Background: an optimization exercise with open tools, aiming at small area. Do not read the settings as production practice.
In this exercise RTL edits were held to simulation tests only and were not proved equivalent to the original.
Power and IR drop assume default switching activity.

===== flow/constraint.sdc =====
create_clock -name core_clock -period 10.0 [get_ports {pclk}]
set_input_delay 2.0000 -clock core_clock [delete_from_list [all_inputs] [get_ports {pclk}]]
set_output_delay 2.0000 -clock core_clock [all_outputs]
set_load 0.01 [all_outputs]

===== flow/standard.sh =====
#!/bin/bash
# synth_recipe.tcl (not shown) runs the flow's synth.tcl, then flattens the netlist and writes it again
# the make line also repeats each setting of config.mk as NAME=value (left out here)
make -C /OpenROAD-flow-scripts/flow DESIGN_CONFIG=/design/flow/config.mk WORK_HOME=/design/flow/orfs CLKGATE_MAP_FILE= SYNTH_SCRIPT=/design/flow/synth_recipe.tcl "${@:-finish}"

===== flow/design.v =====
module gm_curve_mc #(
    parameter int  CH_NUM   = 3,
    parameter int  DATI_SZ  = 10,
    parameter int  DATO_SZ  = 10,
    parameter int  SEG_BITS = 4,
    localparam int CHW      = (CH_NUM > 1) ? $clog2(CH_NUM) : 1
) (
    input  logic                      pclk,
    input  logic                      prst,
    input  logic [CH_NUM*DATI_SZ-1:0] px_i,
    input  logic                      px_vld_i,
    input  logic                      frm_str,
    input  logic                      gm_en,
    input  logic [4:0]                gm_str,
    input  logic                      tbl_we,
    input  logic [CHW-1:0]            tbl_ch,
    input  logic [SEG_BITS:0]         tbl_addr,
    input  logic [DATO_SZ-1:0]        tbl_wdat,
    input  logic                      tbl_upd,
    output logic                      tbl_upd_pend,
    output logic [CH_NUM*DATO_SZ-1:0] px_o,
    output logic                      px_vld_o
);
    localparam int NSEG = 1 << SEG_BITS;
    localparam int NE   = NSEG / 2 + 1;          
    localparam int NO   = NSEG / 2;              
    localparam int DXW  = DATI_SZ - SEG_BITS;    
    localparam logic [SEG_BITS:0] ADDR_MAX = (SEG_BITS+1)'(NSEG);
    localparam logic [CHW:0]      CH_LIM   = (CHW+1)'(CH_NUM);
    function automatic logic [DATO_SZ-1:0] ident_knot(input integer k);
        integer v;
        v = (k << DATO_SZ) >> SEG_BITS;
        if (v > ((1 << DATO_SZ) - 1))
            v = (1 << DATO_SZ) - 1;
        ident_knot = v[DATO_SZ-1:0];
    endfunction
    logic       r_upd_pend;
    logic       r_act_id;       
    logic [3:0] r_sl;           
    logic       r_s16;          
    logic       w_swap;
    logic       w_wr_ok;
    logic [4:0] w_str;
    assign w_swap  = frm_str & (r_upd_pend | tbl_upd);
    assign w_wr_ok = tbl_we && (tbl_addr <= ADDR_MAX) && ({1'b0, tbl_ch} < CH_LIM);
    assign w_str = !gm_en ? 5'd0 : (gm_str > 5'd16) ? 5'd16 : gm_str;
    always_ff @(posedge pclk) begin
        if (prst) begin
            r_upd_pend <= 1'b0;
            r_act_id   <= 1'b1;
            r_sl       <= 4'd0;
            r_s16      <= 1'b0;
        end else begin
            if (w_swap)
                r_upd_pend <= 1'b0;
            else if (tbl_upd)
                r_upd_pend <= 1'b1;
            if (w_swap)
                r_act_id <= 1'b0;
            if (frm_str) begin
                r_sl  <= w_str[4] ? 4'hf : w_str[3:0];
                r_s16 <= w_str[4];
            end
        end
    end
    assign tbl_upd_pend = r_upd_pend;
    logic [3:0] r_s1_sl;        
    logic       r_s1_s16;
    logic       r_s1_vld;
    logic [DATO_SZ-1:0] w_wd0, w_wd1;
    assign w_wd0 = tbl_wdat & {DATO_SZ{~prst}};
    assign w_wd1 = tbl_wdat | {DATO_SZ{prst}};
    logic w_ld_act;
    assign w_ld_act = w_swap & ~prst;
    for (genvar c = 0; c < CH_NUM; c++) begin : g_ch
        logic [NE*DATO_SZ-1:0] r_act_e;
        logic [NO*DATO_SZ-1:0] r_act_o;
        for (genvar k = 0; k <= NSEG; k++) begin : g_tk
            localparam logic [DATO_SZ-1:0] ID = ident_knot(k);
            logic               w_sel;
            logic [DATO_SZ-1:0] w_d;
            logic [DATO_SZ-1:0] r_sh;
            assign w_sel = prst | (w_wr_ok && ({1'b0, tbl_ch} == (CHW+1)'(c))
                                          && (tbl_addr == (SEG_BITS+1)'(k)));
            assign w_d   = (w_wd1 & ID) | (w_wd0 & ~ID);
            always_ff @(posedge pclk) begin
                if (w_sel)
                    r_sh <= w_d;
            end
            if (k % 2 == 0) begin : g_e
                always_ff @(posedge pclk) begin
                    if (w_ld_act)
                        r_act_e[(k/2)*DATO_SZ +: DATO_SZ] <= r_sh;
                end
            end else begin : g_o
                always_ff @(posedge pclk) begin
                    if (w_ld_act)
                        r_act_o[(k/2)*DATO_SZ +: DATO_SZ] <= r_sh;
                end
            end
        end
        logic [DATI_SZ-1:0]    w_x;
        logic [SEG_BITS-1:0]   w_k;
        logic [DXW-1:0]        w_dx;
        logic [SEG_BITS-2:0]   w_jo;      
        logic [SEG_BITS-1:0]   w_je;      
        logic [DATO_SZ-1:0]    w_o, w_e, w_oi, w_ei;
        assign w_x  = px_i[c*DATI_SZ +: DATI_SZ];
        assign w_k  = w_x[DATI_SZ-1 -: SEG_BITS];
        assign w_dx = w_x[DXW-1:0];
        assign w_jo = w_k[SEG_BITS-1:1];
        assign w_je = {1'b0, w_jo} + {{(SEG_BITS-1){1'b0}}, w_k[0]};
        logic [NO:0] w_hot_o;
        logic [NE:0] w_hot_e;
        assign w_oi = ident_knot(2 * int'(w_jo) + 1);
        assign w_ei = ident_knot(2 * int'(w_je));
        for (genvar i = 0; i < NO; i++) begin : g_ho
            assign w_hot_o[i] = ~r_act_id & (w_jo == (SEG_BITS-1)'(i));
        end
        for (genvar i = 0; i < NE; i++) begin : g_he
            assign w_hot_e[i] = ~r_act_id & (w_je == SEG_BITS'(i));
        end
        assign w_hot_o[NO] = r_act_id;
        assign w_hot_e[NE] = r_act_id;
        gm_curve_mc_aosel #(.N(NO+1), .W(DATO_SZ)) u_sel_o (
            .d({w_oi, r_act_o}), .sel(w_hot_o), .y(w_o));
        gm_curve_mc_aosel #(.N(NE+1), .W(DATO_SZ)) u_sel_e (
            .d({w_ei, r_act_e}), .sel(w_hot_e), .y(w_e));
        logic [DXW-1:0]     w_sel;
        logic [DATO_SZ-1:0] w_nm0, w_nm1, w_nm2, w_nm3, w_nm4, w_nm5, w_ny0;
        logic [DATO_SZ-1:0] w_ncrv;
        for (genvar i = 0; i < DXW; i++) begin : g_sel
            gm_curve_mc_xor2 u (.a(w_dx[i]), .b(w_k[0]), .y(w_sel[i]));
        end
        assign w_nm0 = ~(w_sel[0] ? w_o : w_e);
        assign w_nm1 = ~(w_sel[1] ? w_o : w_e);
        assign w_nm2 = ~(w_sel[2] ? w_o : w_e);
        assign w_nm3 = ~(w_sel[3] ? w_o : w_e);
        assign w_nm4 = ~(w_sel[4] ? w_o : w_e);
        assign w_nm5 = ~(w_sel[5] ? w_o : w_e);
        assign w_ny0 = ~(w_k[0] ? w_o : w_e);
        logic a_s0, a_c1, a_s2, a_c3, a_s4, a_c5, a_s6, a_c7, a_s8, a_c9, a_s10, a_c11, a_s12, a_c13, a_s14, a_c15, a_s16, a_c17, a_s18, a_c19, a_s20, a_c21, a_s22, a_c23, a_s24, a_c25, a_s26, a_c27, a_s28, a_c29, a_s30, a_c31, a_s32, a_c33, a_s34, a_c35, a_s36, a_c37, a_s38, a_c39, a_s40, a_c41, a_s42, a_c43, a_s44, a_c45, a_s46, a_c47, a_s48, a_c49, a_s50, a_c51, a_s52, a_c53, a_s54, a_c55, a_s56, a_c57, a_s58, a_c59, a_s60, a_c61, a_s62, a_c63, a_s64, a_c65, a_s66, a_c67, a_s68, a_c69, a_s70, a_c71, a_s72, a_c73, a_s74, a_c75, a_s76, a_c77, a_s78, a_c79, a_s80, a_c81, a_s82, a_c83, a_s84, a_c85, a_s86, a_c87, a_s88, a_c89, a_s90, a_c91, a_s92, a_c93, a_s94, a_c95, a_s96, a_c97, a_s98, a_c99, a_s100, a_c101, a_s102, a_c103, a_s104, a_c105, a_s106, a_c107, a_s108, a_c109, a_s110, a_c111, a_s112, a_c113, a_s114, a_c115, a_s116, a_c117, a_s118, a_c119;
        assign a_s0 = ~(w_nm0[0] ^ w_ny0[0]);
        assign a_c1 = w_nm0[0] | w_ny0[0];
        gm_curve_mc_fa u_a_s2 (.a(w_nm0[1]), .b(w_nm1[0]), .c(w_ny0[1]), .s(a_s2), .co(a_c3));
        assign a_s4 = ~(a_c1 ^ a_s2);
        assign a_c5 = a_c1 | a_s2;
        gm_curve_mc_fa u_a_s6 (.a(w_nm0[2]), .b(w_nm1[1]), .c(w_nm2[0]), .s(a_s6), .co(a_c7));
        gm_curve_mc_fa u_a_s8 (.a(w_ny0[2]), .b(a_c3), .c(a_s6), .s(a_s8), .co(a_c9));
        assign a_s10 = ~(a_c5 ^ a_s8);
        assign a_c11 = a_c5 | a_s8;
        gm_curve_mc_fa u_a_s12 (.a(w_nm0[3]), .b(w_nm1[2]), .c(w_nm2[1]), .s(a_s12), .co(a_c13));
        gm_curve_mc_fa u_a_s14 (.a(w_nm3[0]), .b(w_ny0[3]), .c(a_c7), .s(a_s14), .co(a_c15));
        gm_curve_mc_fa u_a_s16 (.a(a_s12), .b(a_c9), .c(a_s14), .s(a_s16), .co(a_c17));
        assign a_s18 = ~(a_c11 ^ a_s16);
        assign a_c19 = a_c11 | a_s16;
        gm_curve_mc_fa u_a_s20 (.a(w_nm0[4]), .b(w_nm1[3]), .c(w_nm2[2]), .s(a_s20), .co(a_c21));
        gm_curve_mc_fa u_a_s22 (.a(w_nm3[1]), .b(w_nm4[0]), .c(w_ny0[4]), .s(a_s22), .co(a_c23));
        gm_curve_mc_fa u_a_s24 (.a(a_c13), .b(a_s20), .c(a_s22), .s(a_s24), .co(a_c25));
        gm_curve_mc_fa u_a_s26 (.a(a_c15), .b(a_s24), .c(a_c17), .s(a_s26), .co(a_c27));
        assign a_s28 = ~(a_c19 ^ a_s26);
        assign a_c29 = a_c19 | a_s26;
        assign a_s30 = w_nm0[5] ^ w_nm1[4];
        assign a_c31 = w_nm0[5] & w_nm1[4];
        gm_curve_mc_fa u_a_s32 (.a(w_nm2[3]), .b(w_nm3[2]), .c(w_nm4[1]), .s(a_s32), .co(a_c33));
        gm_curve_mc_fa u_a_s34 (.a(w_nm5[0]), .b(w_ny0[5]), .c(a_c21), .s(a_s34), .co(a_c35));
        gm_curve_mc_fa u_a_s36 (.a(a_c23), .b(a_s30), .c(a_s32), .s(a_s36), .co(a_c37));
        gm_curve_mc_fa u_a_s38 (.a(a_c25), .b(a_s34), .c(a_s36), .s(a_s38), .co(a_c39));
        gm_curve_mc_fa u_a_s40 (.a(a_s38), .b(a_c27), .c(a_c29), .s(a_s40), .co(a_c41));
        gm_curve_mc_fa u_a_s42 (.a(w_nm0[6]), .b(w_nm1[5]), .c(w_nm2[4]), .s(a_s42), .co(a_c43));
        gm_curve_mc_fa u_a_s44 (.a(w_nm3[3]), .b(w_nm4[2]), .c(w_nm5[1]), .s(a_s44), .co(a_c45));
        gm_curve_mc_fa u_a_s46 (.a(w_ny0[6]), .b(a_c31), .c(a_c33), .s(a_s46), .co(a_c47));
        gm_curve_mc_fa u_a_s48 (.a(a_s42), .b(a_s44), .c(a_c35), .s(a_s48), .co(a_c49));
        gm_curve_mc_fa u_a_s50 (.a(a_c37), .b(a_s46), .c(a_s48), .s(a_s50), .co(a_c51));
        gm_curve_mc_fa u_a_s52 (.a(a_c39), .b(a_s50), .c(a_c41), .s(a_s52), .co(a_c53));
        gm_curve_mc_fa u_a_s54 (.a(w_nm0[7]), .b(w_nm1[6]), .c(w_nm2[5]), .s(a_s54), .co(a_c55));
        gm_curve_mc_fa u_a_s56 (.a(w_nm3[4]), .b(w_nm4[3]), .c(w_nm5[2]), .s(a_s56), .co(a_c57));
        gm_curve_mc_fa u_a_s58 (.a(w_ny0[7]), .b(a_c43), .c(a_c45), .s(a_s58), .co(a_c59));
        gm_curve_mc_fa u_a_s60 (.a(a_s54), .b(a_s56), .c(a_c47), .s(a_s60), .co(a_c61));
        gm_curve_mc_fa u_a_s62 (.a(a_s58), .b(a_c49), .c(a_s60), .s(a_s62), .co(a_c63));
        gm_curve_mc_fa u_a_s64 (.a(a_c51), .b(a_s62), .c(a_c53), .s(a_s64), .co(a_c65));
        gm_curve_mc_fa u_a_s66 (.a(w_nm0[8]), .b(w_nm1[7]), .c(w_nm2[6]), .s(a_s66), .co(a_c67));
        gm_curve_mc_fa u_a_s68 (.a(w_nm3[5]), .b(w_nm4[4]), .c(w_nm5[3]), .s(a_s68), .co(a_c69));
        gm_curve_mc_fa u_a_s70 (.a(w_ny0[8]), .b(a_c55), .c(a_c57), .s(a_s70), .co(a_c71));
        gm_curve_mc_fa u_a_s72 (.a(a_s66), .b(a_s68), .c(a_c59), .s(a_s72), .co(a_c73));
        gm_curve_mc_fa u_a_s74 (.a(a_s70), .b(a_c61), .c(a_s72), .s(a_s74), .co(a_c75));
        gm_curve_mc_fa u_a_s76 (.a(a_c63), .b(a_s74), .c(a_c65), .s(a_s76), .co(a_c77));
        gm_curve_mc_fa u_a_s78 (.a(w_nm0[9]), .b(w_nm1[8]), .c(w_nm2[7]), .s(a_s78), .co(a_c79));
        gm_curve_mc_fa u_a_s80 (.a(w_nm3[6]), .b(w_nm4[5]), .c(w_nm5[4]), .s(a_s80), .co(a_c81));
        gm_curve_mc_fa u_a_s82 (.a(w_ny0[9]), .b(a_c67), .c(a_c69), .s(a_s82), .co(a_c83));
        gm_curve_mc_fa u_a_s84 (.a(a_s78), .b(a_s80), .c(a_c71), .s(a_s84), .co(a_c85));
        gm_curve_mc_fa u_a_s86 (.a(a_s82), .b(a_c73), .c(a_s84), .s(a_s86), .co(a_c87));
        gm_curve_mc_fa u_a_s88 (.a(a_c75), .b(a_s86), .c(a_c77), .s(a_s88), .co(a_c89));
        gm_curve_mc_fa u_a_s90 (.a(w_nm1[9]), .b(w_nm2[8]), .c(w_nm3[7]), .s(a_s90), .co(a_c91));
        gm_curve_mc_fa u_a_s92 (.a(w_nm4[6]), .b(w_nm5[5]), .c(a_c79), .s(a_s92), .co(a_c93));
        gm_curve_mc_fa u_a_s94 (.a(a_c81), .b(a_s90), .c(a_c83), .s(a_s94), .co(a_c95));
        gm_curve_mc_fa u_a_s96 (.a(a_s92), .b(a_c85), .c(a_s94), .s(a_s96), .co(a_c97));
        gm_curve_mc_fa u_a_s98 (.a(a_c87), .b(a_s96), .c(a_c89), .s(a_s98), .co(a_c99));
        gm_curve_mc_fa u_a_s100 (.a(w_nm2[9]), .b(w_nm3[8]), .c(w_nm4[7]), .s(a_s100), .co(a_c101));
        gm_curve_mc_fa u_a_s102 (.a(w_nm5[6]), .b(a_c91), .c(a_s100), .s(a_s102), .co(a_c103));
        gm_curve_mc_fa u_a_s104 (.a(a_c93), .b(a_s102), .c(a_c95), .s(a_s104), .co(a_c105));
        gm_curve_mc_fa u_a_s106 (.a(a_c97), .b(a_s104), .c(a_c99), .s(a_s106), .co(a_c107));
        gm_curve_mc_fa u_a_s108 (.a(w_nm3[9]), .b(w_nm4[8]), .c(w_nm5[7]), .s(a_s108), .co(a_c109));
        gm_curve_mc_fa u_a_s110 (.a(a_c101), .b(a_s108), .c(a_c103), .s(a_s110), .co(a_c111));
        gm_curve_mc_fa u_a_s112 (.a(a_s110), .b(a_c105), .c(a_c107), .s(a_s112), .co(a_c113));
        gm_curve_mc_fa u_a_s114 (.a(w_nm4[9]), .b(w_nm5[8]), .c(a_c109), .s(a_s114), .co(a_c115));
        gm_curve_mc_fa u_a_s116 (.a(a_s114), .b(a_c111), .c(a_c113), .s(a_s116), .co(a_c117));
        gm_curve_mc_fa u_a_s118 (.a(w_nm5[9]), .b(a_c115), .c(a_c117), .s(a_s118), .co(a_c119));
        assign w_ncrv = {a_c119, a_s118, a_s116, a_s112, a_s106, a_s98, a_s88, a_s76, a_s64, a_s52};
        logic [DATO_SZ-1:0]    r_ncrv;
        logic [DATI_SZ-1:0]    r_nx;
        always_ff @(posedge pclk) begin
            r_ncrv <= w_ncrv;
            r_nx   <= ~w_x;
        end
        logic [DATO_SZ-1:0] w_r0, w_r1, w_r2, w_r3, w_r4, w_out;
        assign w_r0 = ~(r_s1_sl[0] ? r_ncrv : r_nx);
        assign w_r1 = ~(r_s1_sl[1] ? r_ncrv : r_nx);
        assign w_r2 = ~(r_s1_sl[2] ? r_ncrv : r_nx);
        assign w_r3 = ~(r_s1_sl[3] ? r_ncrv : r_nx);
        assign w_r4 = ~(r_s1_s16   ? r_ncrv : r_nx);
        logic b_s0, b_c1, b_s2, b_c3, b_s4, b_c5, b_s6, b_c7, b_s8, b_c9, b_s10, b_c11, b_s12, b_c13, b_s14, b_c15, b_s16, b_c17, b_s18, b_c19, b_s20, b_c21, b_s22, b_c23, b_s24, b_c25, b_s26, b_c27, b_s28, b_c29, b_s30, b_c31, b_s32, b_c33, b_s34, b_c35, b_s36, b_c37, b_s38, b_c39, b_s40, b_c41, b_s42, b_c43, b_s44, b_c45, b_s46, b_c47, b_s48, b_c49, b_s50, b_c51, b_s52, b_c53, b_s54, b_c55, b_s56, b_c57, b_s58, b_c59, b_s60, b_c61, b_s62, b_c63, b_s64, b_c65, b_s66, b_c67, b_s68, b_c69, b_s70, b_c71, b_s72, b_c73, b_s74, b_c75, b_s76, b_c77, b_s78, b_c79;
        assign b_s0 = w_r0[0] ^ w_r4[0];
        assign b_c1 = w_r0[0] & w_r4[0];
        gm_curve_mc_fa u_b_s2 (.a(w_r0[1]), .b(w_r1[0]), .c(w_r4[1]), .s(b_s2), .co(b_c3));
        assign b_s4 = b_c1 ^ b_s2;
        assign b_c5 = b_c1 & b_s2;
        gm_curve_mc_fa u_b_s6 (.a(w_r0[2]), .b(w_r1[1]), .c(w_r2[0]), .s(b_s6), .co(b_c7));
        gm_curve_mc_fa u_b_s8 (.a(w_r4[2]), .b(b_c3), .c(b_s6), .s(b_s8), .co(b_c9));
        assign b_s10 = b_c5 ^ b_s8;
        assign b_c11 = b_c5 & b_s8;
        assign b_s12 = ~(w_r0[3] ^ w_r1[2]);
        assign b_c13 = w_r0[3] | w_r1[2];
        gm_curve_mc_fa u_b_s14 (.a(w_r2[1]), .b(w_r3[0]), .c(w_r4[3]), .s(b_s14), .co(b_c15));
        gm_curve_mc_fa u_b_s16 (.a(b_c7), .b(b_s12), .c(b_s14), .s(b_s16), .co(b_c17));
        gm_curve_mc_fa u_b_s18 (.a(b_c9), .b(b_s16), .c(b_c11), .s(b_s18), .co(b_c19));
        gm_curve_mc_fa u_b_s20 (.a(w_r0[4]), .b(w_r1[3]), .c(w_r2[2]), .s(b_s20), .co(b_c21));
        gm_curve_mc_fa u_b_s22 (.a(w_r3[1]), .b(w_r4[4]), .c(b_c13), .s(b_s22), .co(b_c23));
        gm_curve_mc_fa u_b_s24 (.a(b_c15), .b(b_s20), .c(b_c17), .s(b_s24), .co(b_c25));
        gm_curve_mc_fa u_b_s26 (.a(b_s22), .b(b_s24), .c(b_c19), .s(b_s26), .co(b_c27));
        gm_curve_mc_fa u_b_s28 (.a(w_r0[5]), .b(w_r1[4]), .c(w_r2[3]), .s(b_s28), .co(b_c29));
        gm_curve_mc_fa u_b_s30 (.a(w_r3[2]), .b(w_r4[5]), .c(b_c21), .s(b_s30), .co(b_c31));
        gm_curve_mc_fa u_b_s32 (.a(b_s28), .b(b_c23), .c(b_s30), .s(b_s32), .co(b_c33));
        gm_curve_mc_fa u_b_s34 (.a(b_c25), .b(b_s32), .c(b_c27), .s(b_s34), .co(b_c35));
        gm_curve_mc_fa u_b_s36 (.a(w_r0[6]), .b(w_r1[5]), .c(w_r2[4]), .s(b_s36), .co(b_c37));
        gm_curve_mc_fa u_b_s38 (.a(w_r3[3]), .b(w_r4[6]), .c(b_c29), .s(b_s38), .co(b_c39));
        gm_curve_mc_fa u_b_s40 (.a(b_s36), .b(b_c31), .c(b_s38), .s(b_s40), .co(b_c41));
        gm_curve_mc_fa u_b_s42 (.a(b_c33), .b(b_s40), .c(b_c35), .s(b_s42), .co(b_c43));
        gm_curve_mc_fa u_b_s44 (.a(w_r0[7]), .b(w_r1[6]), .c(w_r2[5]), .s(b_s44), .co(b_c45));
        gm_curve_mc_fa u_b_s46 (.a(w_r3[4]), .b(w_r4[7]), .c(b_c37), .s(b_s46), .co(b_c47));
        gm_curve_mc_fa u_b_s48 (.a(b_s44), .b(b_c39), .c(b_s46), .s(b_s48), .co(b_c49));
        gm_curve_mc_fa u_b_s50 (.a(b_c41), .b(b_s48), .c(b_c43), .s(b_s50), .co(b_c51));
        gm_curve_mc_fa u_b_s52 (.a(w_r0[8]), .b(w_r1[7]), .c(w_r2[6]), .s(b_s52), .co(b_c53));
        gm_curve_mc_fa u_b_s54 (.a(w_r3[5]), .b(w_r4[8]), .c(b_c45), .s(b_s54), .co(b_c55));
        gm_curve_mc_fa u_b_s56 (.a(b_s52), .b(b_c47), .c(b_s54), .s(b_s56), .co(b_c57));
        gm_curve_mc_fa u_b_s58 (.a(b_c49), .b(b_s56), .c(b_c51), .s(b_s58), .co(b_c59));
        gm_curve_mc_fa u_b_s60 (.a(w_r0[9]), .b(w_r1[8]), .c(w_r2[7]), .s(b_s60), .co(b_c61));
        gm_curve_mc_fa u_b_s62 (.a(w_r3[6]), .b(w_r4[9]), .c(b_c53), .s(b_s62), .co(b_c63));
        gm_curve_mc_fa u_b_s64 (.a(b_s60), .b(b_c55), .c(b_s62), .s(b_s64), .co(b_c65));
        gm_curve_mc_fa u_b_s66 (.a(b_c57), .b(b_s64), .c(b_c59), .s(b_s66), .co(b_c67));
        gm_curve_mc_fa u_b_s68 (.a(w_r1[9]), .b(w_r2[8]), .c(w_r3[7]), .s(b_s68), .co(b_c69));
        gm_curve_mc_fa u_b_s70 (.a(b_c61), .b(b_s68), .c(b_c63), .s(b_s70), .co(b_c71));
        gm_curve_mc_fa u_b_s72 (.a(b_c65), .b(b_s70), .c(b_c67), .s(b_s72), .co(b_c73));
        gm_curve_mc_fa u_b_s74 (.a(w_r2[9]), .b(w_r3[8]), .c(b_c69), .s(b_s74), .co(b_c75));
        gm_curve_mc_fa u_b_s76 (.a(b_s74), .b(b_c71), .c(b_c73), .s(b_s76), .co(b_c77));
        gm_curve_mc_fa u_b_s78 (.a(w_r3[9]), .b(b_c75), .c(b_c77), .s(b_s78), .co(b_c79));
        assign w_out = {b_c79, b_s78, b_s76, b_s72, b_s66, b_s58, b_s50, b_s42, b_s34, b_s26};
        assign px_o[c*DATO_SZ +: DATO_SZ] = w_out;
    end
    always_ff @(posedge pclk) begin
        r_s1_sl  <= r_sl;
        r_s1_s16 <= r_s16;
        if (prst)
            r_s1_vld <= 1'b0;
        else
            r_s1_vld <= px_vld_i;
    end
    assign px_vld_o = r_s1_vld;
endmodule
module gm_curve_mc_fa (
    input  logic a,
    input  logic b,
    input  logic c,
    output logic s,
    output logic co
);
    assign s  = a ^ b ^ c;
    assign co = (a & b) | (a & c) | (b & c);
endmodule
module gm_curve_mc_aosel #(
    parameter int N = 2,
    parameter int W = 1
) (
    input  logic [N*W-1:0] d,
    input  logic [N-1:0]   sel,
    output logic [W-1:0]   y
);
    localparam int NG = (N + 2) / 3;             
    for (genvar b = 0; b < W; b++) begin : g_b
        logic [NG-1:0] w_g;                      
        for (genvar g = 0; g < NG; g++) begin : g_g
            if (N - 3*g >= 3) begin : g3
                gm_curve_mc_aoi3 u (
                    .a0(d[(3*g)*W + b]),   .b0(sel[3*g]),
                    .a1(d[(3*g+1)*W + b]), .b1(sel[3*g+1]),
                    .a2(d[(3*g+2)*W + b]), .b2(sel[3*g+2]),
                    .y(w_g[g]));
            end else if (N - 3*g == 2) begin : g2
                gm_curve_mc_aoi2 u (
                    .a0(d[(3*g)*W + b]),   .b0(sel[3*g]),
                    .a1(d[(3*g+1)*W + b]), .b1(sel[3*g+1]),
                    .y(w_g[g]));
            end else begin : g1
                assign w_g[g] = ~(d[(3*g)*W + b] & sel[3*g]);
            end
        end
        assign y[b] = ~&w_g;
    end
endmodule
module gm_curve_mc_aoi3 (
    input  logic a0, b0, a1, b1, a2, b2,
    output logic y
);
    assign y = ~((a0 & b0) | (a1 & b1) | (a2 & b2));
endmodule
module gm_curve_mc_aoi2 (
    input  logic a0, b0, a1, b1,
    output logic y
);
    assign y = ~((a0 & b0) | (a1 & b1));
endmodule
module gm_curve_mc_xor2 (
    input  logic a, b,
    output logic y
);
    assign y = a ^ b;
endmodule

===== flow/flow/run.sh =====
#!/bin/bash
# Layout flow: the standard layout (standard.sh) with the standard
# synthesis unchanged. One setting differs after synthesis: the port buffers
# are sky130_fd_sc_hd__buf_2 cells (every input and output still gets its own
# buffer, as in the standard flow).
# Each step's full output goes to a log file in this folder; ORFS's own
# per-step logs stay under orfs/logs/.
set -euo pipefail
cd "$(dirname "$0")/.."
bash standard.sh synth > synth.log 2>&1
bash standard.sh "BUFFER_PORTS_ARGS=-buffer_cell sky130_fd_sc_hd__buf_2" \
    finish > layout.log 2>&1

===== flow/config.mk =====
export PLATFORM = sky130hd
export DESIGN_NAME = gm_curve_mc
export DESIGN_NICKNAME = gm_curve_mc
export VERILOG_FILES = /design/flow/design.v
export SDC_FILE = /design/flow/constraint.sdc
export NUM_CORES = 4
export LEC_CHECK = 0
export CAP_MARGIN = 20
export CORE_MARGIN = 2
export CORE_UTILIZATION = 60
export CTS_CLUSTER_DIAMETER = 100
export CTS_CLUSTER_SIZE = 30
export GPL_TIMING_DRIVEN = 0
export SLEW_MARGIN = 20
export SYNTH_HIERARCHICAL = 1

==> results of run 1 <==
cell families (layout without fill, tap and decap cells):
group	count (synthesis)	after routing
fa+ha+maj	282	282
buf+inv	131	384
other cells	2	21
mux	351	351
xor+xnor	18	18
simple gates	255	257
flops	1093	1093
compound gates	259	259
cells in the final DEF, fill, tap and decap left out, types with 23 or more instances in the layout:
master	instances
clkbuf_1	23
buf_4	98
buf_2	121
edfxtp_1	1020
inv_1	34
nand3_1	33
nor2_1	23
nand4_1	31
a21o_1	39
dfxtp_1	72
mux2i_1	335
fa_1	254
a222oi_1	180
clkbuf_16	45
nand2_1	51
flip-flops by register name, indices dropped and copies added (netlist names):
name	cells
r_s16	1
r_sl	4
r_s1_vld	1
g_ch.r_ncrv	30
g_ch.g_tk.r_sh	510
r_s1_s16	1
r_act_id	1
g_ch.r_act_e	270
g_ch.r_act_o	240
r_upd_pend	1
r_s1_sl	4
g_ch.r_nx	30
cells in the mapped netlist, drive strengths merged (12+ instances only):
library cell  instances  share of area
a222oi              180          0.039
a21o                 39         0.0064
edfxtp             1020           0.67
nand2b               13         0.0018
nand4                31         0.0042
o21bai               16         0.0026
mux2i               345          0.076
nor2                 46         0.0038
nand3                37         0.0041
xor2                 18         0.0034
dfxtp                73          0.032
inv                  40         0.0033
fa                  270           0.12
nor2b                14         0.0019
clkbuf               15         0.0013
ha                   12         0.0033
or2                  14         0.0019
buf                  76          0.011
nand2                54         0.0046
nor3                 19         0.0021
power by group:
part / internal (mW) / leakage (nW) / switching (mW) / total (mW)
clock: 0.862 / 0.629 / 1.30 / 2.16
sequential: 5.43 / 10.3 / 0.160 / 5.59
combinational: 1.92 / 6.51 / 1.99 / 3.91
worst paths after layout:
kind              slack [ns]      from                end
setup / recovery        0.23  px_i[16]  g_ch[1].r_ncrv[8]
setup reg to reg        0.60  r_act_id  g_ch[2].r_ncrv[8]
hold / removal          0.37     r_s16           r_s1_s16
hold reg to reg         0.37     r_s16           r_s1_s16
per-module statistics from Yosys, one instance, submodules excluded, a selection:
module	flip-flops and latches	cells inside	area (um^2)	times used
gm_curve_mc	1093	1830	37860	1
gm_curve_mc_aoi3	0	1	10.01	180
gm_curve_mc_fa	0	1	20.02	270
gm_curve_mc_xor2	0	1	8.758	18
layout make-up:
cell class,instances,share of cell area
Clock buffer,59,0.02320
Tap cell,978,0.02409
Sequential cell,1093,0.6318
Timing Repair Buffer,188,0.03421
Multi-Input combinational cell,1188,0.2702
Clock inverter,8,0.002537
Buffer,89,0.01079
Inverter,40,0.003177
metrics by stage:
stage	TNS, ns	power, mW	setup slack, ns	utilization
finish	0	11.67	0.2292	0.6711
global route	-0.005241	12.50	-0.005241	0.6711
CTS	0	11.74	0.004710	0.6680
detailed placement	-19.41	9.572	-1.783	0.6404
global placement	-1467.92	9.463	-2.908	0.6278
floorplan	-125.50	8.413	-0.2460	-
metal layers:
metal,routed length [um],share of wire
met4,1743,0.017
met3,7129,0.071
met2,48630,0.49
met5,0,0
met1,42250,0.42
what timing repair did:
| item | 4_1_cts | 5_1_grt |
|---|---|---|
| setup endpoints to repair | 12 | 7 |
| gates resized for setup | 86 | 44 |
| pin swaps | 32 | 26 |
| setup buffers | 51 | 10 |
| gates cloned | 2 | 0 |
==> impl_metrics.tcl, run 1 <==
set metrics [dict create \
    status "finished clean" \
    crit_buf_inv 2 \
    grtUsageMet3 0.02606 \
    critical-path-top-cell-by-count "fa_1" \
    use_met2 0.4243 \
    critPathRequiredTime_ns 10.50 \
    die_area_mm2 0.07841 \
    slowest_stage "a222oi_1" \
    grt_pass1_vias 23710 \
    final-setup-viol-count 0 \
    holdWs_ns 0.3657 \
    drtIter0Drc 3018 \
    grt_antenna_before_repair 2 \
    start_util 0.6039 \
    powerDensity_mw_per_mm2 229.7 \
    finalMaxSlewViolations 0 \
    avgRoutedWirePerCell_um 27.38 \
    ys_types 42 \
    worstRegToRegCells 23 \
    ys_async_sr_fraction 0 \
    num_io_pins 91 \
    drtAntennaViolNets 0 \
    diodes 0 \
    synth_fa_ha_area_frac 0.1215 \
    critical_path.max_stage_delay_ns 0.73 \
    top_usage_layer "met2" \
    nets 2985 \
    die_h_um 280.0 \
    synthMuxAreaShare 0.07702 \
    cts_buffers 44 \
    synth-seq-cells 1093 \
    regArea_mm2 0.03209 \
    syn_to_final_growth_pct 11.12 \
    period_needed_ns 9.771 \
    syn_inst 2391 \
    maxCapViolations 0 \
    hpwl_um 69190 \
    holdCritPathClass "reg -> reg" \
    fin_crit_sh 0.9771 \
    place_area_mm2 0.04848 \
    num_rows 101 \
    postCtsHoldBufs 0 \
    hold_depth 0 \
    grt.total_usage 0.2577 \
    vias 22980 \
    synth-simple-area-share 0.02890 \
    fin_worst_skew_ns 0.03373 \
    cp-start-kind "input port" \
    final_cells 3643 \
    cts_max_path_buffers 3 \
    avgSynthCellArea_um2 19.12 \
    maxSlewHeadroom 0.2494 \
    cpLargestDelayFamily "adder cells" \
    yosys.area_share.xor_xnor 0.003449 \
    dieWidth_um 280.0 \
    worst-setup-path-type "in -> reg" \
    drive_gt1_frac 0.1730 \
    drtPass1Iterations 8 \
    grt_use_met1 0.3828 \
    cp-end-kind "flip-flop" \
    dp_cells 3515 \
    cts_sinks 1093 \
    grt_first_pass_wirelength_um 148000 \
    fmax_mhz 102.3 \
    synth_edf_count 1020 \
    stdcell_area_mm2 0.05080 \
    multi_input_area_mm2 0.01373 \
    grt_max_degree 32 \
    fillers 5031 \
    place_congestion 0.8665 \
    totalWireLength_um 99750 \
    hold_violations 0 \
    worst_pin_slew_ns 1.124 \
    synth_top_family_by_area "adder cells" \
    clockRootBuffer "clkbuf_16" \
    ys.flop_type "edfxtp_1" \
    ir_drop_uv 217.1 \
    syn_area_mm2 0.04571 \
    core-area_mm2 0.07570 \
    insertion_delay_ns 0.64 \
    cp.arrival_ns 10.27 \
    remaining_drc_errors 0 \
    clk_pin_slew_worst_paths_ns 0.10 \
    cp_num_cells 25 \
    synth_seq_area_share 0.7020 \
    numPortBuffers 88 \
    synth_compound_area_frac 0.05173 \
    ctsHtreeMaxLevel 2 \
    via_per_inst 6.308 \
    tritoncts "built" \
    yosys_warnings 7 \
    p_leak_nw 17.41 \
    cp_max_fo 10 \
    rsz0062_at_grt "true" \
    gr-total-overflow 0 \
]
==> run 2, diff against run 1 <==
--- a/flow/config.mk
+++ b/flow/config.mk
@@ -8,8 +8,8 @@
 export CAP_MARGIN = 20
 export CORE_MARGIN = 2
 export CORE_UTILIZATION = 60
-export CTS_CLUSTER_DIAMETER = 100
-export CTS_CLUSTER_SIZE = 30
+export CTS_CLUSTER_DIAMETER = 80
+export CTS_CLUSTER_SIZE = 36
 export GPL_TIMING_DRIVEN = 0
 export SLEW_MARGIN = 20
 export SYNTH_HIERARCHICAL = 1
==> impl_metrics.tcl, run 2 <==
set metrics [dict create \
    place_congestion 0.8665 \
    synth_top_cell_by_area "edfxtp_1" \
    ir_drop_uv 173.3 \
    yosys-top-cells-area "edfxtp_1 67%, fa_1 12%, mux2i_1 7.6%" \
    cts_buffers 41 \
    cp.arrival_ns 10.34 \
    tritoncts "built" \
    holdCritPathClass "reg -> reg" \
    worst_pin_slew_ns 1.142 \
    synth-seq-cells 1093 \
    fmax_mhz 101.7 \
    maxSlewHeadroom 0.2374 \
    hold_path.startpoint "r_s16" \
    cts_sinks 1093 \
    final_cells 3642 \
    fin_crit_sh 0.9833 \
    cp-start-kind "input port" \
    fin_worst_skew_ns 0.04551 \
    hold_depth 0 \
    grt.total_usage 0.2571 \
    slowest_stage "a222oi_1" \
    drtPass1Iterations 11 \
    final_cell_mix "1020 x edfxtp_1, 335 x mux2i_1, 254 x fa_1, 180 x a222oi_1, 121 x buf_2" \
    critical-path-top-cell-by-count "fa_1" \
    num_rows 101 \
    ys_async_sr_fraction 0 \
    diodes 0 \
    drtAntennaViolNets 0 \
    nets 2985 \
    grt_first_pass_wirelength_um 147500 \
    synth_seq_area_share 0.7020 \
    r2r_start "r_act_id" \
    period_needed_ns 9.833 \
    dieWidth_um 280.0 \
    critPathRequiredTime_ns 10.50 \
    num_io_pins 91 \
    final-setup-viol-count 0 \
    gr-total-overflow 0 \
    drt-met1-wl_um 42500 \
    totalWireLength_um 100000 \
    hold_violations 0 \
    fillers 5040 \
    cts_max_path_buffers 3 \
    ctsHtreeMaxLevel 2 \
    remaining_drc_errors 0 \
    hpwl_um 69190 \
    synth_edf_count 1020 \
    numPortBuffers 88 \
    p_total_mw 11.71 \
    finalMaxSlewViolations 0 \
    r2r-end "g_ch[2].r_ncrv[8]" \
    via_per_inst 6.318 \
    critical_path.max_stage_delay_ns 0.70 \
    grt_max_degree 38 \
    yosysTopAreaCellShare 0.6700 \
    regMostFlops "g_ch.g_tk.r_sh" \
    clockRootBuffer "clkbuf_16" \
    place_area_mm2 0.04848 \
    die_area_mm2 0.07841 \
    synthTopCellsByCount "1020 x edfxtp_1, 345 x mux2i_1, 270 x fa_1, 180 x a222oi_1, 73 x dfxtp_1" \
    crit_buf_inv 2 \
    core-area_mm2 0.07570 \
    yosysMostFrequentCell "edfxtp_1" \
    postCtsHoldBufs 0 \
    holdWs_ns 0.3660 \
    insertion_delay_ns 0.63 \
    reg_top3 "g_ch.g_tk.r_sh: 510 flops, g_ch.r_act_e: 270 flops, g_ch.r_act_o: 240 flops" \
    powerDensity_mw_per_mm2 230.2 \
    highest_layer "met4" \
    grt_pass1_vias 23530 \
    yosys_warnings 7 \
    wl_met3_um 6991 \
    maxCapViolations 0 \
    clk_pin_slew_worst_paths_ns 0.11 \
    stdcell_area_mm2 0.05086 \
    ys.flop_type "edfxtp_1" \
    largest_reg_flops 510 \
    cp-end-kind "flip-flop" \
    layout_commonest_cell "edfxtp_1" \
    cpLargestDelayFamily "adder cells" \
    syn_inst 2391 \
    drive_gt1_frac 0.1745 \
    avgSynthCellArea_um2 19.12 \
    avgRoutedWirePerCell_um 27.46 \
    syn_area_mm2 0.04571 \
    ys_types 42 \
    cp_max_fo 10 \
    status "finished clean" \
    worstRegToRegCells 23 \
    finalSetupTns_ns 0 \
    die_h_um 280.0 \
    wl_met2_um 48730 \
    worst-setup-path-type "in -> reg" \
    r2r_slack_ns 0.45 \
    p_leak_nw 17.44 \
    dp_cells 3515 \
    hold_path_end "r_s1_s16" \
    start_util 0.6039 \
    syn_to_final_growth_pct 11.25 \
    drtIter0Drc 2832 \
    grt_antenna_before_repair 2 \
    vias 23010 \
]
## run 2: worst max path at each step
stage,startpoint,endpoint,slack (ns),depth (start not counted)
floorplan,prst,g_ch[0].r_act_e[0],-0.25,3
global placement,frm_str,g_ch[2].r_act_e[14],-2.91,3
detailed placement,px_i[6],g_ch[0].r_ncrv[8],-1.78,24
CTS,px_i[29],g_ch[2].r_ncrv[8],0.0003,24
global route,px_i[26],g_ch[2].r_ncrv[8],-0.009,25
finish,px_i[26],g_ch[2].r_ncrv[8],0.17,25
## run 2: repair_timing
action                                  4_1_cts  5_1_grt
setup buffers                                46       17
gates cloned                                  1        1
endpoints found under the setup margin       12        7
gates resized for setup                      81       44
pin swaps                                    31       25
## run 2: cell type report
| type | count | area (um^2) | share of cell area |
|---|---|---|---|
| Sequential cell | 1093 | 32090 | 0.6310 |
| Multi-Input combinational cell | 1188 | 13690 | 0.2692 |
| Timing Repair Buffer | 191 | 1780 | 0.03501 |
| Tap cell | 978 | 1224 | 0.02406 |
| Clock buffer | 46 | 1087 | 0.02138 |
| Buffer | 89 | 548.0 | 0.01078 |
| Clock inverter | 17 | 272.8 | 0.005363 |
| Inverter | 40 | 161.4 | 0.003174 |
## run 2: cells by family (layout without fill, tap and decap cells)
family          after synthesis  in the layout  synth area share
flops                      1093           1093            0.7020
xor+xnor                     18             18          0.003449
simple gates                255            257           0.02890
other cells                   2             21         0.0001643
mux                         351            351           0.07702
compound gates              259            259           0.05173
buf+inv                     131            383           0.01522
fa+ha+maj                   282            282            0.1215
## run 2: per-layer routing
| layer | global-route usage | vias up |
|---|---|---|
| met2 | 0.4231 | 882 |
| li1 | - | 9955 |
| met3 | 0.02490 | 90 |
| met1 | 0.3825 | 12080 |
| met5 | 0 | - |
| met4 | 0.05156 | 0 |
## run 2: metrics by stage
| step | utilization | setup slack (ns) |
|---|---|---|
| finish | 0.6719 | 0.1670 |
| global route | 0.6719 | -0.008971 |
| CTS | 0.6678 | 0.0003455 |
| detailed placement | 0.6404 | -1.783 |
| global placement | 0.6278 | -2.908 |
| floorplan | - | -0.2460 |
## run 2: where the power goes
part	internal (mW)	switching, mW
sequential	5.43	0.161
clock	0.865	1.34
combinational	1.92	1.99
## run 2: modules after synthesis, one instance, submodules excluded, a selection
module	cells	flops+latches	times used	area [um^2]
gm_curve_mc	1830	1093	1	37860
gm_curve_mc_xor2	1	0	18	8.758
gm_curve_mc_aoi3	1	0	180	10.01
gm_curve_mc_fa	1	0	270	20.02
==> run 3, diff against run 2 <==
==> flow/flow/run.sh (replaced) <==
#!/bin/bash
# Layout flow: the standard layout (standard.sh) with the standard
# synthesis unchanged. Two settings differ after synthesis:
#   * the port buffers are sky130_fd_sc_hd__buf_2 cells (every input and
#     output still gets its own buffer, as in the standard flow);
#   * the largest buffers (buf_8, buf_12, buf_16) are not used by the
#     placement and timing repair; the platform's own don't-use list still
#     applies (its config.mk appends to this variable).
# Each step's full output goes to a log file in this folder; ORFS's own
# per-step logs stay under orfs/logs/.
set -euo pipefail
cd "$(dirname "$0")/.."
bash standard.sh synth > synth.log 2>&1
DONT_USE_CELLS="sky130_fd_sc_hd__buf_8 sky130_fd_sc_hd__buf_12 sky130_fd_sc_hd__buf_16" \
    bash standard.sh "BUFFER_PORTS_ARGS=-buffer_cell sky130_fd_sc_hd__buf_2" \
    finish > layout.log 2>&1
--- a/flow/config.mk
+++ b/flow/config.mk
@@ -8,8 +8,8 @@
 export CAP_MARGIN = 20
 export CORE_MARGIN = 2
 export CORE_UTILIZATION = 60
-export CTS_CLUSTER_DIAMETER = 80
-export CTS_CLUSTER_SIZE = 36
+export CTS_CLUSTER_DIAMETER = 100
+export CTS_CLUSTER_SIZE = 30
 export GPL_TIMING_DRIVEN = 0
 export SLEW_MARGIN = 20
 export SYNTH_HIERARCHICAL = 1
==> impl_metrics.tcl, run 3 <==
set metrics [dict create \
    status "finished clean" \
    intPower_mw 8.216 \
    totalWireLength_um 99750 \
    r2r_slack_ns 0.60 \
    holdCritPathClass "reg -> reg" \
    critPathLaunch "px_i[16]" \
    fmax_mhz 102.3 \
    power_switching_mw 3.451 \
    finalMaxSlewViolations 0 \
    cts_sinks 1093 \
    numPortBuffers 88 \
    tritoncts "built" \
    grt_max_degree 32 \
    worst_pin_slew_ns 1.124 \
    drtIter0Drc 3018 \
    hold_path_end "r_s1_s16" \
    finalSetupTns_ns 0 \
    ys.flop_type "edfxtp_1" \
    cp_max_fo 10 \
    r2r-end "g_ch[2].r_ncrv[8]" \
    ir_drop_uv 217.1 \
    maxCapViolations 0 \
    fin_ws_ns 0.2292 \
    maxSlewHeadroom 0.2494 \
    yosysMostFrequentCell "edfxtp_1" \
    drtPass1Iterations 8 \
    p_clk_frac 0.185 \
    synth_edf_count 1020 \
    avgRoutedWirePerCell_um 27.38 \
    final_cell_mix "1020 x edfxtp_1, 335 x mux2i_1, 254 x fa_1, 180 x a222oi_1, 121 x buf_2" \
    hold_violations 0 \
    rsz0062_at_grt "true" \
    multi_input_area_mm2 0.01373 \
    cts_buffers 44 \
    yosys-top-cells-area "edfxtp_1 67%, fa_1 12%, mux2i_1 7.6%" \
    remaining_drc_errors 0 \
    cp-start-kind "input port" \
    synth_top_cell_by_area "edfxtp_1" \
    reg_top3 "g_ch.g_tk.r_sh: 510 flops, g_ch.r_act_e: 270 flops, g_ch.r_act_o: 240 flops" \
    place_area_mm2 0.04848 \
    num_io_pins 91 \
    pwr-share-comb 0.335 \
    wl_met2_um 48630 \
    stdcell_area_mm2 0.05080 \
    ctsHtreeMaxLevel 2 \
    ys_types 42 \
    syn_inst 2391 \
    die_area_mm2 0.07841 \
    hpwl_um 69190 \
    nets 2985 \
    gr-total-overflow 0 \
    yosys_warnings 7 \
    cp-end-kind "flip-flop" \
    clk_pin_slew_worst_paths_ns 0.10 \
    hold_path.startpoint "r_s16" \
    cts_max_path_buffers 3 \
    p_total_mw 11.67 \
    syn_to_final_growth_pct 11.12 \
    grt.total_usage 0.2577 \
    grt_antenna_before_repair 2 \
    hold_depth 0 \
    worst-setup-path-type "in -> reg" \
    drt-met1-wl_um 42250 \
    regMostFlops "g_ch.g_tk.r_sh" \
    synth_seq_area_share 0.7020 \
    highest_layer "met4" \
    ys_async_sr_fraction 0 \
    fin_crit_sh 0.9771 \
    fillers 5031 \
    synth-seq-cells 1093 \
    synthTopCellsByCount "1020 x edfxtp_1, 345 x mux2i_1, 270 x fa_1, 180 x a222oi_1, 73 x dfxtp_1" \
    seq_power_share 0.479 \
    p_leak_nw 17.41 \
    period_needed_ns 9.771 \
    yosysTopAreaCellShare 0.6700 \
    core-area_mm2 0.07570 \
    clockRootBuffer "clkbuf_16" \
    start_util 0.6039 \
    wl_met3_um 7129 \
    die_h_um 280.0 \
    cp.arrival_ns 10.27 \
    diodes 0 \
    vias 22980 \
    drtAntennaViolNets 0 \
    num_rows 101 \
    avgSynthCellArea_um2 19.12 \
    place_ws_ns -1.783 \
    regArea_mm2 0.03209 \
    critPathRequiredTime_ns 10.50 \
    layout_commonest_cell "edfxtp_1" \
    fin_worst_skew_ns 0.03373 \
    insertion_delay_ns 0.64 \
    grt_pass1_vias 23710 \
    powerDensity_mw_per_mm2 229.7 \
    via_per_inst 6.308 \
    place_congestion 0.8665 \
    r2r_start "r_act_id" \
    drive_gt1_frac 0.1730 \
    final-setup-viol-count 0 \
    largest_reg_flops 510 \
    grt_first_pass_wirelength_um 148000 \
    worstRegToRegCells 23 \
    syn_area_mm2 0.04571 \
    dieWidth_um 280.0 \
    switching_share 0.2958 \
]
run 3: critical path: stages:
cell      delay, ns
buf_8          0.15
ha_4           0.18
ha_4           0.18
mux2i_4        0.30
nor2_4         0.13
a222oi_1       0.73
nand4_1        0.22
buf_6          0.19
mux2i_2        0.15
fa_1           0.46
fa_2           0.36
fa_1           0.42
fa_1           0.43
or4_1          0.41
a21o_1         0.18
fa_1           0.39
fa_2           0.36
fa_2           0.35
fa_1           0.40
fa_2           0.36
fa_2           0.35
fa_1           0.38
fa_1           0.41
fa_2           0.35
fa_1           0.42
run 3: metal layers:
layer | vias up | global-route usage
met1 | 12010 | 0.3828
met3 | 105 | 0.02606
met5 | - | 0
li1 | 9972 | -
met4 | 0 | 0.05046
met2 | 896 | 0.4243
run 3: through the flow:
step | hold WS [ns] | std cells | util
after detailed placement | 0.3519 | 3515 | 0.6404
final | 0.3657 | 3643 | 0.6711
after global placement | 0.3457 | 3476 | 0.6278
after floorplan | 0.3306 | 2410 | -
after CTS | 0.3670 | 3635 | 0.6680
after global routing | 0.3717 | 3643 | 0.6711
run 3: worst max path at each step:
stage	end	slack (ns)	cells after the start
after global routing	g_ch[0].r_ncrv[8]	-0.005	25
after floorplan	g_ch[0].r_act_e[0]	-0.25	3
after global placement	g_ch[2].r_act_e[14]	-2.91	3
after CTS	g_ch[1].r_ncrv[8]	0.005	25
after detailed placement	g_ch[0].r_ncrv[8]	-1.78	24
final	g_ch[1].r_ncrv[8]	0.23	25
run 3: logic make-up after synthesis:
family,count (synthesis),share of synthesized area
DFF,1093,0.7020
buffers and inverters,131,0.01522
muxes,351,0.07702
other,2,0.0001643
adders and majority gates,282,0.1215
and+or+nand+nor,255,0.02890
AOI/OAI and AO/OA,259,0.05173
xor gates and xnor gates,18,0.003449
run 3: power by group through the flow:
stage | Clock [mW] | Sequential (mW) | Combinational, mW
2_1_floorplan | 0 | 5.66 | 2.75
3_3_place_gp | 0 | 5.72 | 3.75
3_5_place_dp | 0 | 5.70 | 3.87
4_1_cts | 2.22 | 5.59 | 3.93
5_1_grt | 2.36 | 5.63 | 4.51
6_report | 2.16 | 5.59 | 3.91
run 3: modules after synthesis, one instance, submodules excluded, a selection:
module,cells inside,times used
gm_curve_mc,1830,1
gm_curve_mc_aoi3,1,180
gm_curve_mc_fa,1,270
gm_curve_mc_xor2,1,18
run 3: timing repair:
| action | in CTS | in global routing |
|---|---|---|
| hold buffers | 0 | 0 |
| gates resized for setup | 86 | 44 |
| pin swaps | 32 | 26 |
| buffers inserted | 51 | 10 |
| endpoints found under the setup margin | 12 | 7 |
| gates cloned | 2 | 0 |
run 3: area by class of cell:
| type | instances | share of cell area |
|---|---|---|
| multi-input combinational | 1188 | 0.2702 |
| clock inverter | 8 | 0.002537 |
| tap | 978 | 0.02409 |
| inverter | 40 | 0.003177 |
| sequential | 1093 | 0.6318 |
| clock buffer | 59 | 0.02320 |
| buffer | 89 | 0.01079 |
| timing repair buffer | 188 | 0.03421 |
==> run 4, diff against run 3 <==
==> flow/flow/run.sh (replaced) <==
#!/bin/bash
# Layout flow: the standard layout (standard.sh) with the standard
# synthesis unchanged. Two settings differ after synthesis:
#   * the port buffers are sky130_fd_sc_hd__buf_2 cells (every input and
#     output still gets its own buffer, as in the standard flow);
#   * placement and timing repair do not use the largest buffers (buf_6, buf_8,
#     buf_12, buf_16); DONT_USE_CELLS repeats the platform's own list and
#     adds those four.
# Each step's full output goes to a log file in this folder; ORFS's own
# per-step logs stay under orfs/logs/.
set -euo pipefail
cd "$(dirname "$0")/.."
PLATFORM_DONT_USE="sky130_fd_sc_hd__probe_p_8 sky130_fd_sc_hd__probec_p_8 sky130_fd_sc_hd__lpflow_bleeder_1 sky130_fd_sc_hd__lpflow_clkbufkapwr_1 sky130_fd_sc_hd__lpflow_clkbufkapwr_16 sky130_fd_sc_hd__lpflow_clkbufkapwr_2 sky130_fd_sc_hd__lpflow_clkbufkapwr_4 sky130_fd_sc_hd__lpflow_clkbufkapwr_8 sky130_fd_sc_hd__lpflow_clkinvkapwr_1 sky130_fd_sc_hd__lpflow_clkinvkapwr_16 sky130_fd_sc_hd__lpflow_clkinvkapwr_2 sky130_fd_sc_hd__lpflow_clkinvkapwr_4 sky130_fd_sc_hd__lpflow_clkinvkapwr_8 sky130_fd_sc_hd__lpflow_decapkapwr_12 sky130_fd_sc_hd__lpflow_decapkapwr_3 sky130_fd_sc_hd__lpflow_decapkapwr_4 sky130_fd_sc_hd__lpflow_decapkapwr_6 sky130_fd_sc_hd__lpflow_decapkapwr_8 sky130_fd_sc_hd__lpflow_inputiso0n_1 sky130_fd_sc_hd__lpflow_inputiso0p_1 sky130_fd_sc_hd__lpflow_inputiso1n_1 sky130_fd_sc_hd__lpflow_inputiso1p_1 sky130_fd_sc_hd__lpflow_inputisolatch_1 sky130_fd_sc_hd__lpflow_isobufsrc_1 sky130_fd_sc_hd__lpflow_isobufsrc_16 sky130_fd_sc_hd__lpflow_isobufsrc_2 sky130_fd_sc_hd__lpflow_isobufsrc_4 sky130_fd_sc_hd__lpflow_isobufsrc_8 sky130_fd_sc_hd__lpflow_isobufsrckapwr_16 sky130_fd_sc_hd__lpflow_lsbuf_lh_hl_isowell_tap_1 sky130_fd_sc_hd__lpflow_lsbuf_lh_hl_isowell_tap_2 sky130_fd_sc_hd__lpflow_lsbuf_lh_hl_isowell_tap_4 sky130_fd_sc_hd__lpflow_lsbuf_lh_isowell_4 sky130_fd_sc_hd__lpflow_lsbuf_lh_isowell_tap_1 sky130_fd_sc_hd__lpflow_lsbuf_lh_isowell_tap_2 sky130_fd_sc_hd__lpflow_lsbuf_lh_isowell_tap_4 # # Define fill cells"
bash standard.sh synth > synth.log 2>&1
bash standard.sh "BUFFER_PORTS_ARGS=-buffer_cell sky130_fd_sc_hd__buf_2" \
    "DONT_USE_CELLS=$PLATFORM_DONT_USE sky130_fd_sc_hd__buf_6 sky130_fd_sc_hd__buf_8 sky130_fd_sc_hd__buf_12 sky130_fd_sc_hd__buf_16" \
    finish > layout.log 2>&1
==> impl_metrics.tcl, run 4 <==
set metrics [dict create \
    ys_types 42 \
    synth_seq_area_share 0.7020 \
    synth_top_cell_by_area "edfxtp_1" \
    final_cell_mix "1020 x edfxtp_1, 339 x mux2i_1, 239 x fa_1, 180 x a222oi_1, 122 x buf_2" \
    cp.arrival_ns 10.32 \
    cts_buffers 44 \
    worst_pin_slew_ns 1.110 \
    cts_sinks 1093 \
    avgSynthCellArea_um2 19.12 \
    worst-setup-path-type "in -> reg" \
    p_total_mw 11.73 \
    via_per_inst 6.309 \
    nets 2984 \
    num_io_pins 91 \
    hold_path.startpoint "r_s16" \
    hold_violations 0 \
    die_area_mm2 0.07841 \
    start_util 0.6039 \
    cts_max_path_buffers 3 \
    syn_area_mm2 0.04571 \
    holdWs_ns 0.3605 \
    num_rows 101 \
    grt_pass1_vias 23790 \
    powerDensity_mw_per_mm2 230.0 \
    layout_commonest_cell "edfxtp_1" \
    grt_max_degree 32 \
    period_needed_ns 9.834 \
    drtIter0Drc 3018 \
    fin_crit_sh 0.9834 \
    synthTopCellsByCount "1020 x edfxtp_1, 345 x mux2i_1, 270 x fa_1, 180 x a222oi_1, 73 x dfxtp_1" \
    finalMaxSlewViolations 0 \
    syn_to_final_growth_pct 11.55 \
    dieWidth_um 280.0 \
    status "finished clean" \
    holdCritPathClass "reg -> reg" \
    yosys_warnings 7 \
    die_h_um 280.0 \
    fmax_mhz 101.7 \
    totalWireLength_um 100000 \
    final-setup-viol-count 0 \
    gr-total-overflow 0 \
    grt_first_pass_wirelength_um 148400 \
    clk_pin_slew_worst_paths_ns 0.10 \
    synth_edf_count 1020 \
    insertion_delay_ns 0.64 \
    numPortBuffers 88 \
    yosysMostFrequentCell "edfxtp_1" \
    ctsHtreeMaxLevel 2 \
    drive_gt1_frac 0.1546 \
    yosys-top-cells-area "edfxtp_1 67%, fa_1 12%, mux2i_1 7.6%" \
    drtAntennaViolNets 0 \
    synth-seq-cells 1093 \
    tritoncts "built" \
    cp-end-kind "flip-flop" \
    r2r_slack_ns 0.31 \
    largest_reg_flops 510 \
    clockRootBuffer "clkbuf_16" \
    core-area_mm2 0.07570 \
    maxCapViolations 0 \
    vias 23040 \
    regMostFlops "g_ch.g_tk.r_sh" \
    rsz0062_at_grt "true" \
    yosysTopAreaCellShare 0.6700 \
    hpwl_um 69010 \
    remaining_drc_errors 0 \
    worstSetupEndpoint "g_ch[1].r_ncrv[8]" \
    ir_drop_uv 232.1 \
    drtPass1Iterations 8 \
    r2r_start "r_act_id" \
    avgRoutedWirePerCell_um 27.39 \
    postCtsHoldBufs 0 \
    critPathLaunch "px_i[16]" \
    reg_top3 "g_ch.g_tk.r_sh: 510 flops, g_ch.r_act_e: 270 flops, g_ch.r_act_o: 240 flops" \
    maxSlewHeadroom 0.2587 \
    fin_worst_skew_ns 0.05257 \
    cp-start-kind "input port" \
    worstRegToRegCells 24 \
    cp_max_fo 7 \
    grt.total_usage 0.2583 \
    critPathRequiredTime_ns 10.48 \
    grt_antenna_before_repair 1 \
    r2r-end "g_ch[0].r_ncrv[8]" \
    place_congestion 0.8570 \
    ys_async_sr_fraction 0 \
    syn_inst 2391 \
    p_leak_nw 17.69 \
    ys.flop_type "edfxtp_1" \
]
## run 4: power by group
part           leakage, nW  total (mW)  switching, mW  internal [mW]
registers             10.3        5.60          0.163           5.43
clock network        0.640        2.18           1.31          0.874
logic                 6.79        3.95           1.99           1.95
## run 4: stage by stage
step / cell area, um^2 / utilization / setup TNS, ns / worst slack [ns] / cells
floorplan: 45850 / - / -140.66 / -0.2756 / 2410
global placement: 47520 / 0.6277 / -1448.15 / -2.849 / 3476
detailed placement: 48500 / 0.6408 / -19.19 / -1.808 / 3512
CTS: 50770 / 0.6707 / 0 / 0.01471 / 3642
global route: 50990 / 0.6736 / -0.03628 / -0.03628 / 3649
finish: 51000 / 0.6737 / 0 / 0.1660 / 3651
## run 4: routing by layer
layer / share of wire / vias up / GRT usage
met1: 0.42 / 12010 / 0.3841
met4: 0.019 / 0 / 0.05553
met5: 0 / - / 0
li1: - / 9971 / -
met3: 0.079 / 105 / 0.03048
met2: 0.48 / 953 / 0.4196
## run 4: layout make-up
type	count	area, um^2
sequential	1093	32090
clock buffer	66	1205
antenna	2	5.005
multi-input combinational	1187	13670
clock inverter	8	132.6
tap	978	1224
timing repair buffer	189	1971
buffer	88	534.3
fill	5020	24700
inverter	40	161.4
## run 4: cell families after synthesis
group / after synthesis / synth area share
fa+ha+maj: 282 / 0.1215
flops: 1093 / 0.7020
xor+xnor: 18 / 0.003449
simple gates: 255 / 0.02890
buf+inv: 131 / 0.01522
compound gates: 259 / 0.05173
other cells: 2 / 0.0001643
mux: 351 / 0.07702
## run 4: modules after synthesis, one instance, submodules excluded, excerpt
module            copies in the design  flip-flops and latches  cells  cell area [um^2]
gm_curve_mc                          1                    1093   1830             37860
gm_curve_mc_aoi3                   180                       0      1             10.01
gm_curve_mc_fa                     270                       0      1             20.02
gm_curve_mc_xor2                    18                       0      1             8.758
## run 4: worst min-delay path by stage
stage                      end  slack, ns  cells after the start
floorplan           r_s1_sl[3]       0.33                      0
global placement      r_s1_s16       0.35                      0
detailed placement    r_s1_s16       0.35                      0
CTS                   r_s1_s16       0.36                      0
global route          r_s1_s16       0.38                      0
finish                r_s1_s16       0.36                      0
## run 4: worst max-delay path, cell delays in order
cell       delay (ns)
clkbuf_16        0.12
ha_4             0.16
ha_4             0.18
mux2i_4          0.42
nor2_4           0.13
a222oi_1         0.72
nand4_1          0.43
mux2i_1          0.31
fa_1             0.48
fa_2             0.39
fa_2             0.37
fa_1             0.44
or4_1            0.40
a21o_1           0.18
fa_2             0.35
fa_2             0.35
fa_2             0.35
fa_2             0.35
fa_2             0.35
fa_2             0.35
fa_2             0.35
fa_2             0.34
fa_2             0.34
fa_1             0.43
## run 4: timing repair
action                                  CTS  global route
cloned                                    1             0
resized for setup                        87            35
endpoints found under the setup margin   13             6
buffers inserted                         57             8
pin swaps                                34            26

-- what the ideal ports hide --
Ports are ideal in the flow. The routed layouts listed here were re-timed in OpenROAD.
Step 1 sets driving cells, clkbuf_16 on the clock port and buf_2 on the other inputs (assumed; they add their load-dependent delay and slew).
Step 2, shift: input delay + t, output delay - t, t = (earliest + latest rising clock arrival at the registers) / 2. This alone moves slack from input paths to output paths.
Slacks: ideal ports / drivers / drivers and shift; pairs: ideal ports / drivers.
run	t (ns)	setup WS [ns]	worst hold slack (ns)	worst setup path after step 2	worst register clock-pin slew, ns
run 1	0.683	0.229 / 0.231 / -0.453	0.366 / 0.366 / 0.366	input to register	0.11 / 0.11
run 2	0.675	0.167 / 0.181 / -0.495	0.366 / 0.366 / 0.366	input to register	0.12 / 0.12
run 3	0.683	0.229 / 0.231 / -0.453	0.366 / 0.366 / 0.366	input to register	0.11 / 0.11
run 4	0.681	0.166 / 0.166 / -0.515	0.360 / 0.360 / 0.360	input to register	0.11 / 0.11
With both steps, setup timing fails in every run listed, where it was met with ideal ports.
